Background: an optimization exercise with open tools, aiming at small area, a short achievable clock period and few clock cycles per item. Do not read the settings as production practice.
The RTL was checked by simulation tests, not by an equivalence proof against the original design.
No activity file was given, so power comes from the tool's default toggle rates.

## door_brightness_state_machine
module door_brightness_state_machine
(
   input  logic                   clock,
   input  logic                   reset,
   input  logic                   req_tvalid,
   output logic                   req_tready,
   input  logic [31:0]            req_tdata,   
   output logic                   rsp_tvalid,
   input  logic                   rsp_tready,
   output logic [23:0]            rsp_tdata,   
   input  logic                   csr_valid,
   output logic                   csr_ready,
   input  logic [CSR_INDEX_W-1:0] csr_index,
   input  logic [15:0]            csr_data
);
   localparam int W = 8;
   logic [15:0] ocl_ff, oll_ff, cgl_ff, cdf_ff, rul_ff, rdl_ff;
   logic [7:0]  ocf_ff, ccf_ff;
   typedef struct packed {
      logic [15:0] l;
      logic        ocl;    
      logic        oll;    
      logic        cg;     
      logic        pu;     
   } req_type;
   logic        va_ff;
   req_type     a_ff, in_req;
   logic [7:0]  lta_ff;    
   logic [1:0]  mode_ff;
   logic [7:0]  c1_ff;     
   logic [2:0]  wptr_ff;
   logic [8:1]  n_ff;      
   logic        full_ff;
   logic [15:0] s_ff [W];
   logic [2:0]  t_ff [W];
   logic        v2_ff, wchg2_ff;
   logic        run2_ff;
   logic [2:0]  ev2_ff;
   logic        rsp_valid_ff;
   logic        run_ff;
   logic [2:0]  ev_ff;
   logic [1:0]  mode3_ff;
   logic [15:0] ref_ff;
   logic [17:0] r3_ff;
   logic [15:0] q_ff;
   logic        qnz_ff, qchg_ff, qchg2_ff;
   logic [15:0] luma, dark;
   logic        accept, adv3, adv2, step, stall;
   assign luma       = req_tdata[15:0];
   assign dark       = req_tdata[31:16];
   assign csr_ready  = 1'b1;
   assign accept     = req_tvalid && req_tready;
   assign adv3       = !rsp_valid_ff || rsp_tready;
  ...
Size in the first run: roughly 2800 cells after synthesis, about 83 I/O pins.
Settings: LEC_CHECK=0, CAP_MARGIN=20, CORE_MARGIN=2, CORE_UTILIZATION=40, CTS_BUF_LIST=sky130_fd_sc_hd__clkbuf_4, SETUP_SLACK_MARGIN=4.5, SLEW_MARGIN=20, SYNTH_HIERARCHICAL=1, TNS_END_PERCENT=0; clock period 8.0 ns.
run.sh (not shown) runs the stock make flow with config.mk's settings and CLKGATE_MAP_FILE= SYNTH_SCRIPT=/design/flow/synth_recipe.tcl, a recipe that flattens the netlist after the stock synthesis.
Testbench counts at the start, summed over its fixed seeds: cycles 4,959, items 4,800.
Change:
--- a/flow/design.v
+++ b/flow/design.v
@@ -118,13 +118,13 @@
    assign luma       = req_tdata[15:0];
    assign dark       = req_tdata[31:16];
    assign csr_ready  = 1'b1;
    assign accept     = req_tvalid && req_tready;
    assign adv3       = !rsp_valid_ff || rsp_tready;
    assign adv2       = !v2_ff || adv3;
-   logic room, stall_reg;
+   logic room;
    assign room = !v2_ff || !rsp_valid_ff;
    dbsm_ao21 u_ready (.a(!va_ff || (!stall && room)), .b(!stall), .c(rsp_tready), .y(req_tready));
    dbsm_ao21 u_step  (.a(va_ff && !stall && room), .b(va_ff && !stall), .c(rsp_tready), .y(step));
    always_ff @(posedge clock) begin
       if (reset) begin
          ocl_ff <= 16'd10240;
@@ -162,14 +162,12 @@
    assign in_req.pu  = !lt_rul && !gt_rdl;
    always_ff @(posedge clock) begin
       if (reset) begin
          va_ff <= 1'b0;
       end else if (req_tready) begin
          va_ff <= req_tvalid;
-      end else if (step) begin
-         va_ff <= 1'b0;
       end
    end
    always_ff @(posedge clock) begin
       if (req_tready) begin
          a_ff   <= in_req;
          lta_ff <= lt_next;
@@ -182,19 +180,14 @@
    logic        run_d, push_d, restart_d;
    logic [2:0]  ev_d;
    logic q_lt_l, lb_lt_l, qstale, fast_close;
    dbsm_lt16 u_q  (.a(q_ff), .b(a_ff.l), .lt(q_lt_l));
    dbsm_lt16 u_lb (.a({1'b0, s_ff[3][15:1]}), .b(a_ff.l), .lt(lb_lt_l));
    assign qstale     = (v2_ff && wchg2_ff) || qchg_ff || qchg2_ff;
-   logic lb_ok_ff;
-   always_ff @(posedge clock) begin
-      lb_ok_ff <= va_ff && !step && full_ff && !lb_lt_l && (s_ff[3][15:1] != 15'd0);
-   end
-   assign fast_close = lb_ok_ff;
-   assign stall_reg  = a_ff.cg && mode_ff[1] && qstale;
-   assign stall      = stall_reg && !fast_close;
+   assign fast_close = full_ff && !lb_lt_l && (s_ff[3][15:1] != 15'd0);
+   assign stall      = a_ff.cg && mode_ff[1] && qstale && !fast_close;
    assign closing    = a_ff.cg && (qstale ? fast_close : (qnz_ff && !q_lt_l));
    assign cnt_lim = mode_ff[1] ? ccf_ff : ocf_ff;
    assign cnt_hit = (c1_ff >= cnt_lim);
    always_comb begin
       mode_d    = mode_ff;
       run_d     = 1'b0;
After rerunning: Routed wire length falls by 6.4%; cell area falls by 1.3%; die area hardly moves; synthesized area hardly moves; fmax falls by 26%; flip-flop and latch count falls by 1; register-to-register slack loses 1.2 ns; clock skew rises by 0.0041 ns; utilization falls by 0.59 points; total power rises by 0.64%; non-clock buffer count falls by 8.
Testbench counts after the change, summed over its fixed seeds: cycles 4,832, items 4,800.

---

RTL: one of the versions met above, not the one the previous note started from.
Size in the first run: about 2800 cells after synthesis, roughly 380 flip-flops, about 83 I/O pins, roughly 24000 um^2 of cells after synthesis.
clock: 8.0 ns
lec_check: 0
cap_margin: 20
cell_pad_in_sites_detail_placement: 1
core_margin: 2
core_utilization: 40
cts_buf_list: sky130_fd_sc_hd__clkbuf_4
setup_slack_margin: 5
slew_margin: 20
synth_hierarchical: 1
tns_end_percent: 0
Testbench counts at the start, summed over its fixed seeds: cycles 4,832, items 4,800.
==> next run, changes <==
--- a/flow/design.v
+++ b/flow/design.v
@@ -118,15 +118,15 @@
    assign luma       = req_tdata[15:0];
    assign dark       = req_tdata[31:16];
    assign csr_ready  = 1'b1;
    assign accept     = req_tvalid && req_tready;
    assign adv3       = !rsp_valid_ff || rsp_tready;
    assign adv2       = !v2_ff || adv3;
-   logic room;
+   logic room, stall_reg;
    assign room = !v2_ff || !rsp_valid_ff;
-   dbsm_ao21 u_ready (.a(!va_ff || (!stall && room)), .b(!stall), .c(rsp_tready), .y(req_tready));
+   dbsm_ao21 u_ready (.a(!va_ff || (!stall_reg && room)), .b(!stall_reg), .c(rsp_tready), .y(req_tready));
    dbsm_ao21 u_step  (.a(va_ff && !stall && room), .b(va_ff && !stall), .c(rsp_tready), .y(step));
    always_ff @(posedge clock) begin
       if (reset) begin
          ocl_ff <= 16'd10240;
          oll_ff <= 16'd15360;
          ocf_ff <= 8'd3;
@@ -162,12 +162,14 @@
    assign in_req.pu  = !lt_rul && !gt_rdl;
    always_ff @(posedge clock) begin
       if (reset) begin
          va_ff <= 1'b0;
       end else if (req_tready) begin
          va_ff <= req_tvalid;
+      end else if (step) begin
+         va_ff <= 1'b0;
       end
    end
    always_ff @(posedge clock) begin
       if (req_tready) begin
          a_ff   <= in_req;
          lta_ff <= lt_next;
@@ -181,13 +183,14 @@
    logic [2:0]  ev_d;
    logic q_lt_l, lb_lt_l, qstale, fast_close;
    dbsm_lt16 u_q  (.a(q_ff), .b(a_ff.l), .lt(q_lt_l));
    dbsm_lt16 u_lb (.a({1'b0, s_ff[3][15:1]}), .b(a_ff.l), .lt(lb_lt_l));
    assign qstale     = (v2_ff && wchg2_ff) || qchg_ff || qchg2_ff;
    assign fast_close = full_ff && !lb_lt_l && (s_ff[3][15:1] != 15'd0);
-   assign stall      = a_ff.cg && mode_ff[1] && qstale && !fast_close;
+   assign stall_reg  = a_ff.cg && mode_ff[1] && qstale;
+   assign stall      = stall_reg && !fast_close;
    assign closing    = a_ff.cg && (qstale ? fast_close : (qnz_ff && !q_lt_l));
    assign cnt_lim = mode_ff[1] ? ccf_ff : ocf_ff;
    assign cnt_hit = (c1_ff >= cnt_lim);
    always_comb begin
       mode_d    = mode_ff;
       run_d     = 1'b0;
Outcome: The changed run ran to the end with no violations. Wire length climbs by 1.6%. Cell area rises by 1.8%. Worst setup slack is better by 0.94 ns. Core utilization increases by 0.72 points. Sequential power stays flat. Clock skew drops by 0.0064 ns.
Testbench counts after the change, summed over its fixed seeds: cycles 4,959, items 4,800.

---

door_brightness_state_machine, a different RTL version from the one above (not shown whole).
Size in the first run: roughly 2,700 cells after synthesis.
Settings: LEC_CHECK=0, CAP_MARGIN=20, CORE_MARGIN=2, CORE_UTILIZATION=40, CTS_BUF_LIST=sky130_fd_sc_hd__clkbuf_4, SETUP_SLACK_MARGIN=4.5, SLEW_MARGIN=20, SYNTH_HIERARCHICAL=1, TNS_END_PERCENT=0; clock period 8.0 ns.
Testbench counts at the start, summed over its fixed seeds: cycles 5,052, items 4,800.
Change:
--- a/flow/design.v
+++ b/flow/design.v
@@ -114,23 +114,23 @@
    logic [15:0] q_ff;
    logic        qnz_ff, qchg_ff, qchg2_ff;
    logic [15:0] luma, dark;
    logic        accept, adv3, adv2, step, stall;
    assign luma       = req_tdata[15:0];
    assign dark       = req_tdata[31:16];
    assign csr_ready  = 1'b1;
    assign accept     = req_tvalid && req_tready;
    assign adv3       = !rsp_valid_ff || rsp_tready;
    assign adv2       = !v2_ff || adv3;
-   logic room;
+   logic room, stall_reg;
    assign room = !v2_ff || !rsp_valid_ff;
-   dbsm_ao21 u_ready (.a(!va_ff || (!stall && room)), .b(!stall), .c(rsp_tready), .y(req_tready));
+   dbsm_ao21 u_ready (.a(!va_ff || (!stall_reg && room)), .b(!stall_reg), .c(rsp_tready), .y(req_tready));
    dbsm_ao21 u_step  (.a(va_ff && !stall && room), .b(va_ff && !stall), .c(rsp_tready), .y(step));
    always_ff @(posedge clock) begin
       if (reset) begin
          ocl_ff <= 16'd10240;
          oll_ff <= 16'd15360;
          ocf_ff <= 8'd3;
          ccf_ff <= 8'd3;
          cgl_ff <= 16'd7680;
          cdf_ff <= 16'd45875;
          rul_ff <= 16'd15360;
@@ -158,38 +158,44 @@
    assign in_req.l   = luma;
    assign in_req.ocl = !lt_ocl;
    assign in_req.oll = !lt_oll;
    assign in_req.cg  = !gt_cgl && !lt_cdf;
    assign in_req.pu  = !lt_rul && !gt_rdl;
    always_ff @(posedge clock) begin
       if (reset) begin
          va_ff <= 1'b0;
       end else if (req_tready) begin
          va_ff <= req_tvalid;
+      end else if (step) begin
+         va_ff <= 1'b0;
       end
    end
    always_ff @(posedge clock) begin
       if (req_tready) begin
          a_ff   <= in_req;
          lta_ff <= lt_next;
       end
    end
    logic        closing;
    logic [7:0]  cnt_lim;
    logic        cnt_hit;
    logic [1:0]  mode_d;
    logic        run_d, push_d, restart_d;
    logic [2:0]  ev_d;
-   assign stall   = a_ff.cg && mode_ff[1] && ((v2_ff && wchg2_ff) || qchg_ff || qchg2_ff);
-   logic q_lt_l;
-   dbsm_lt16 u_q (.a(q_ff), .b(a_ff.l), .lt(q_lt_l));
-   assign closing = qnz_ff && a_ff.cg && !q_lt_l;
+   logic q_lt_l, lb_lt_l, qstale, fast_close;
+   dbsm_lt16 u_q  (.a(q_ff), .b(a_ff.l), .lt(q_lt_l));
+   dbsm_lt16 u_lb (.a({1'b0, s_ff[3][15:1]}), .b(a_ff.l), .lt(lb_lt_l));
+   assign qstale     = (v2_ff && wchg2_ff) || qchg_ff || qchg2_ff;
+   assign fast_close = full_ff && !lb_lt_l && (s_ff[3][15:1] != 15'd0);
+   assign stall_reg  = a_ff.cg && mode_ff[1] && qstale;
+   assign stall      = stall_reg && !fast_close;
+   assign closing    = a_ff.cg && (qstale ? fast_close : (qnz_ff && !q_lt_l));
    assign cnt_lim = mode_ff[1] ? ccf_ff : ocf_ff;
    assign cnt_hit = (c1_ff >= cnt_lim);
    always_comb begin
       mode_d    = mode_ff;
       run_d     = 1'b0;
       push_d    = 1'b0;
       restart_d = 1'b0;
       ev_d      = 3'd0;
       case (mode_ff)
          2'd0: begin
Outcome: Total power came out lower by 1.7%; sequential power barely changes; global-route usage came out higher by 0.19 points; via count came out lower by 0.60%; worst setup slack gets worse by 0.50 ns; synthesized cell count came out lower by 2.3%.
Testbench counts after the change, summed over its fixed seeds: cycles 4,959, items 4,800.

separate check: timing with driven ports:
The flow's constraints put no driver on any port. The routed layouts listed below were extracted and timed again, unchanged, in two steps.
Step 1 (the two cells are an assumption about what drives the block):
set clk [get_ports {clock}]
set_driving_cell -lib_cell sky130_fd_sc_hd__clkbuf_16 $clk
set_driving_cell -lib_cell sky130_fd_sc_hd__buf_2 [delete_from_list [all_inputs] $clk]
Step 2 also shifts input and output timing later by t, the mid clock arrival at the registers, as if the neighbouring blocks saw the same clock.
Three values: ideal, step 1, step 2; two values: the first two.
| run | shift t [ns] | setup WS [ns] | hold WS [ns] | worst data-port slew with drivers (ns) | pins driven straight from the clock port |
|---|---|---|---|---|---|
| the first run of note 1 | 0.916 | 4.152 / 4.152 / 3.332 | 0.429 / 0.429 / 0.429 | 0.08 | 1 |
| the second run of note 1 | 0.930 | 2.801 / 2.747 / 2.937 | 0.399 / 0.399 / 0.399 | 0.05 | 1 |
| the first run of note 2 | 0.950 | 2.755 / 2.702 / 2.840 | 0.443 / 0.443 / 0.443 | 0.05 | 1 |
| the second run of note 2 | 0.946 | 3.697 / 3.697 / 2.913 | 0.416 / 0.416 / 0.416 | 0.04 | 1 |
| the first run of note 3 | 0.946 | 4.236 / 4.236 / 3.368 | 0.434 / 0.434 / 0.434 | 0.06 | 1 |
| the second run of note 3 | 0.959 | 3.736 / 3.736 / 3.035 | 0.423 / 0.423 / 0.423 | 0.04 | 1 |
After both steps setup and hold are still met in every run listed. The setup slack of the first run of note 3, which loses most, moves by 0.000 ns with the drivers and by -0.868 ns with both steps.
